What follows belongs to an exercise in optimizing a design on an open flow for small area; a production flow would make more cautious choices.
Only simulation tests tie the RTL to the original design; equivalence was not proved.

==> run a: inputs <==
## fc_neuron_16
module fc_neuron_16 (
	input logic clk,
	input logic rst,
	input logic valid_in,
	input logic [255:0] data_in,
	output logic [15:0] data_out,
	output logic valid_out
);
export LEC_CHECK = 0
export CAP_MARGIN = 20
export CORE_MARGIN = 2
export CORE_UTILIZATION = 40
export GPL_TIMING_DRIVEN = 0
export SLEW_MARGIN = 20
export SYNTH_HIERARCHICAL = 1
create_clock -name core_clock -period 8.0 [get_ports {clk}]
standard.sh (not shown) runs the stock make flow with config.mk's settings and CLKGATE_MAP_FILE= SYNTH_SCRIPT=/design/flow/synth_recipe.tcl, a recipe that flattens the netlist after the stock synthesis.
==> flow/flow/run.sh <==
#!/bin/bash
set -euo pipefail
export BUFFER_PORTS_ARGS="-buffer_cell sky130_fd_sc_hd__buf_2"
bash standard.sh > standard.log 2>&1
==> run b: changes against run a <==
==> flow/run.sh (new file) <==
#!/bin/bash
# synth_recipe.tcl (not shown) runs the flow's synth.tcl, then flattens the netlist and writes it again
# the make line also repeats each setting of config.mk as NAME=value (left out here)
make -C /OpenROAD-flow-scripts/flow DESIGN_CONFIG=/design/flow/config.mk WORK_HOME=/design/flow/orfs CLKGATE_MAP_FILE= SYNTH_SCRIPT=/design/flow/synth_recipe.tcl finish
--- a/flow/config.mk
+++ b/flow/config.mk
@@ -9,5 +9,4 @@
 export CORE_MARGIN = 2
 export CORE_UTILIZATION = 40
-export GPL_TIMING_DRIVEN = 0
 export SLEW_MARGIN = 20
 export SYNTH_HIERARCHICAL = 1
removed: flow/flow/run.sh
removed: flow/standard.sh
==> run c: changes against run a <==
==> flow/run.sh (new file) <==
#!/bin/bash
# synth_recipe.tcl (not shown) runs the flow's synth.tcl, then flattens the netlist and writes it again
# the make line also repeats each setting of config.mk as NAME=value (left out here)
make -C /OpenROAD-flow-scripts/flow DESIGN_CONFIG=/design/flow/config.mk WORK_HOME=/design/flow/orfs CLKGATE_MAP_FILE= SYNTH_SCRIPT=/design/flow/synth_recipe.tcl finish
removed: flow/flow/run.sh
removed: flow/standard.sh
==> results.txt <==
* Area Overhead vs Synth at 11.3%
* Status: no timing/DRC/antenna violations
* Final Util at 44.8%
* Reg2reg end: data_out[6]
* Iter 0 DRT Violations at 1101
* Largest net degree at the start of global routing at 18
* Worst slew margin at 49.8%
[end of results for run a]
==> results.txt <==
* Status: no timing/DRC/antenna violations
* Reg2reg end: data_out[9]
* Post-synthesis sequential area ratio at between 4 and 5%
* Final Non-Filler Cells at between 2000 and 3000
* Final Util at a little over half
* Largest net degree at the start of global routing at 14
* Area Overhead vs Synth at 31.9%
* Iter 0 DRT Violations at between 1000 and 1500
* Worst slew margin at 28.8%
[end of results for run b]
==> results.txt <==
* Max incr delay on CP at 0.62 ns
* Reg2reg end: data_out[2]
* Final Util at 48.4%
* TritonCTS clock tree: done
* DP Area at 25200 um^2
* Area Overhead vs Synth at 20.2%
* Synth Instances at 1356
* Worst slew margin at roughly half
* CP arrival at 8.07 ns
* IO Pins at 276
* Largest net degree at the start of global routing at 19
* Status: no timing/DRC/antenna violations
* Iter 0 DRT Violations at 1027
[end of results for run c]

---

==> job 6202 <==
fc_neuron_16, a different RTL version from the one above (not shown whole).
==> flow/design.v (excerpt) <==
module fc_neuron_16 (
	input logic clk,
	input logic rst,
	input logic valid_in,
	input logic [255:0] data_in,
	output logic [15:0] data_out,
	output logic valid_out
);
Settings: LEC_CHECK=0, ABC_AREA=1, CAP_MARGIN=20, CORE_MARGIN=2, CORE_UTILIZATION=40, CTS_BUF_LIST=sky130_fd_sc_hd__clkbuf_4 sky130_fd_sc_hd__clkbuf_8, GPL_TIMING_DRIVEN=0, SLEW_MARGIN=20, SYNTH_HIERARCHICAL=1; clock period 8.0 ns.
==> flow/flow/run.sh <==
#!/bin/bash
set -euo pipefail
export BUFFER_PORTS_ARGS="-buffer_cell sky130_fd_sc_hd__buf_1"
bash standard.sh > standard.log 2>&1
==> inputs of job 9979, as changes to job 6202 <==
- ABC_AREA: 1 -> not set
==> summary of the runs <==
Between job 6202 and job 9979, the lower wire length is in job 9979 (gap 2.5%, measured against job 9979).
Between job 6202 and job 9979, the lower clock-buffer cell count is in job 9979 (gap 3).
Of job 6202 and job 9979, job 6202 has the higher global-route usage (gap 0.27 points).

---

==> inputs of job 6773 <==
fc_neuron_16, a different RTL version from the one above (not shown whole).
Design fc_neuron_16, start of the top module:
module fc_neuron_16 (
	input logic clk,
	input logic rst,
	input logic valid_in,
	input logic [255:0] data_in,
	output logic [15:0] data_out,
	output logic valid_out
);
Settings: LEC_CHECK=0, CAP_MARGIN=20, CORE_MARGIN=2, CORE_UTILIZATION=40, CTS_BUF_LIST=sky130_fd_sc_hd__clkbuf_4 sky130_fd_sc_hd__clkbuf_8, CTS_CLUSTER_DIAMETER=200, CTS_CLUSTER_SIZE=40, GPL_TIMING_DRIVEN=0, SETUP_SLACK_MARGIN=0.05, SLEW_MARGIN=20, SYNTH_HIERARCHICAL=1; clock period 8.0 ns.
Scripts as last shown in full above: flow/flow/run.sh
==> job 5354: changes against job 6773 <==
--- a/flow/design.v
+++ b/flow/design.v
@@ -1946,40 +1946,29 @@
 	full_add u_fa777 (.a(fc765), .b(fs766), .c(fc776), .s(fs777), .co(fc777));
 	wire fs778, fc778;
 	full_add u_fa778 (.a(fc766), .b(fs767), .c(fc777), .s(fs778), .co(fc778));
 	wire hs24, hc24;
 	half_add u_ha24 (.a(fs768), .b(fc778), .s(hs24), .co(hc24));
-	wire g40 = hc24 ? ~fs769 : fs769;
 	wire hs25, hc25;
-	half_add u_ha25 (.a(s1_27_0_q), .b(fc769), .s(hs25), .co(hc25));
+	half_add u_ha25 (.a(fs769), .b(hc24), .s(hs25), .co(hc25));
 	wire fs779, fc779;
-	full_add u_fa779 (.a(s1_27_0_q), .b(fc769), .c(fs769), .s(fs779), .co(fc779));
-	wire g41 = hc24 ? fs779 : hs25;
+	full_add u_fa779 (.a(s1_27_0_q), .b(fc769), .c(hc25), .s(fs779), .co(fc779));
 	wire hs26, hc26;
-	half_add u_ha26 (.a(s1_28_0_q), .b(hc25), .s(hs26), .co(hc26));
+	half_add u_ha26 (.a(s1_28_0_q), .b(fc779), .s(hs26), .co(hc26));
 	wire hs27, hc27;
-	half_add u_ha27 (.a(s1_28_0_q), .b(fc779), .s(hs27), .co(hc27));
-	wire g42 = hc24 ? hs27 : hs26;
-	wire hs28, hc28;
-	half_add u_ha28 (.a(fs770), .b(hc26), .s(hs28), .co(hc28));
-	wire hs29, hc29;
-	half_add u_ha29 (.a(fs770), .b(hc27), .s(hs29), .co(hc29));
-	wire g43 = hc24 ? hs29 : hs28;
+	half_add u_ha27 (.a(fs770), .b(hc26), .s(hs27), .co(hc27));
 	wire fs780, fc780;
-	full_add u_fa780 (.a(s1_30_0_q), .b(fc770), .c(hc28), .s(fs780), .co(fc780));
-	wire fs781, fc781;
-	full_add u_fa781 (.a(s1_30_0_q), .b(fc770), .c(hc29), .s(fs781), .co(fc781));
-	wire g44 = hc24 ? fs781 : fs780;
-	wire fs782, fc782;
-	full_add u_fa782 (.a(s1_31_0_q), .b(s1_31_1_q), .c(fc780), .s(fs782), .co(fc782));
-	wire fs783, fc783;
-	full_add u_fa783 (.a(s1_31_0_q), .b(s1_31_1_q), .c(fc781), .s(fs783), .co(fc783));
-	wire g45 = hc24 ? fs783 : fs782;
-	wire g46 = hc24 ? ~fc783 : ~fc782;
-	wire [18:0] sh = {g46, g45, g44, g43, g42, g41, g40, hs24, fs778, fs777, fs776, fs775, hs23, fs774, hs22, ~fs773, g38, ~fs772, ~fs771};
+	full_add u_fa780 (.a(s1_30_0_q), .b(fc770), .c(hc27), .s(fs780), .co(fc780));
+	wire hs28, hc28;
+	half_add u_ha28 (.a(s1_31_0_q), .b(s1_31_1_q), .s(hs28), .co(hc28));
+	wire g40 = s1_31_0_q ^ s1_31_1_q;
+	wire g41 = s1_31_0_q | s1_31_1_q;
+	wire g42 = fc780 ? ~g40 : hs28;
+	wire g43 = fc780 ? ~g41 : ~hc28;
+	wire [18:0] sh = {g43, g42, fs780, hs27, hs26, fs779, hs25, hs24, fs778, fs777, fs776, fs775, hs23, fs774, hs22, ~fs773, g38, ~fs772, ~fs771};
 	wire ovf = (sh[18:15] != {4{sh[18]}});
-	wire [15:0] result = ovf ? (sh[18] ? 16'h8000 : 16'h7fff) : sh[15:0];
+	wire [15:0] result = {sh[18], ovf ? {15{~sh[18]}} : sh[14:0]};
 	always_ff @(posedge clk)
 	begin
 		if (rst)
 		begin
 			valid_q <= 1'b0;
--- a/flow/config.mk
+++ b/flow/config.mk
@@ -7,11 +7,9 @@
 export LEC_CHECK = 0
 export CAP_MARGIN = 20
 export CORE_MARGIN = 2
 export CORE_UTILIZATION = 40
 export CTS_BUF_LIST = sky130_fd_sc_hd__clkbuf_4 sky130_fd_sc_hd__clkbuf_8
-export CTS_CLUSTER_DIAMETER = 200
-export CTS_CLUSTER_SIZE = 40
 export GPL_TIMING_DRIVEN = 0
 export SETUP_SLACK_MARGIN = 0.05
 export SLEW_MARGIN = 20
 export SYNTH_HIERARCHICAL = 1
==> flow_summary_export.csv <==
group,metric,value,unit
run_status,status,"no timing/DRC/antenna violations",
finish,inverters_excl_clock,200,
worst_setup_path,worstPathCellList,"buf_1, fa_1, ha_1, fa_1, fa_1, fa_1, fa_1, fa_1, fa_1, fa_1, fa_1, fa_1, fa_1, fa_1",
worst_setup_path,crit_arrival,8.07,ns
grt,grt_pass1_vias,12800,
grt,gr-usage-met2,0.504,
worst_setup_path,r2r_end,"data_out[0]$_DFF_P_",
finish,area_growth,11.1,%
synth,synthSimpleGateAreaFrac,0.00448,
[end of results for job 5354]
==> flow_summary_export.csv <==
group,metric,value,unit
finish,inverters_excl_clock,196,
finish,multi_input_area,0.0166,mm2
clocking,cts-buffers-inserted,9,
worst_setup_path,crit_arrival,8.08,ns
grt,grt_pass1_vias,12500,
worst_setup_path,start_kind,"input port",
grt,gr-usage-met2,0.479,
run_status,status,"no timing/DRC/antenna violations",
sta,hold_violations,0,
synth,synthSimpleGateAreaFrac,0.00442,
worst_setup_path,worstPathCellList,"buf_1, fa_1, fa_1, ha_1, fa_1, fa_1, fa_1, fa_1, fa_1, fa_1, fa_1, fa_1, fa_1, fa_1",
finish,area_growth,11.7,%
worst_setup_path,r2r_end,"data_out[2]$_DFF_P_",
[end of results for job 6773]

static timing again, ports no longer ideal:
No port has a modelled driver above. Below, the same layouts with a new extraction and two added sets of constraints. Step 1 (the two cells are an assumption about what drives the block):
set clk [get_ports {clk}]
set_driving_cell -lib_cell sky130_fd_sc_hd__clkbuf_16 $clk
set_driving_cell -lib_cell sky130_fd_sc_hd__buf_2 [delete_from_list [all_inputs] $clk]
Step 2 also shifts input and output timing later by t, the mid clock arrival at the registers, as if the neighbouring blocks saw the same clock. Three values: ideal ports, drivers, drivers and shift; two values: the first two.
run	shift t [ns]	setup slack, ns	clock arrival spread, ns	slew at the worst register clock pin (ns)
run a	0.343	0.198 / 0.218 / -0.125	0.004 / 0.004	0.07 / 0.07
run b	0.329	0.080 / 0.094 / -0.235	0.004 / 0.005	0.06 / 0.06
run c	0.335	0.111 / 0.132 / -0.203	0.008 / 0.007	0.07 / 0.07
job 6202	0.380	0.135 / 0.143 / -0.236	0.009 / 0.009	0.07 / 0.07
job 9979	0.390	0.138 / 0.143 / -0.246	0.013 / 0.013	0.08 / 0.08
job 6773	0.394	0.157 / 0.165 / -0.228	0.011 / 0.011	0.08 / 0.08
job 5354	0.381	0.158 / 0.168 / -0.213	0.008 / 0.008	0.08 / 0.08
With both steps, setup timing fails in every run listed, where it was met with ideal ports. The setup slack of job 6773, which loses most, moves by +0.008 ns with the drivers and by -0.385 ns with both steps.
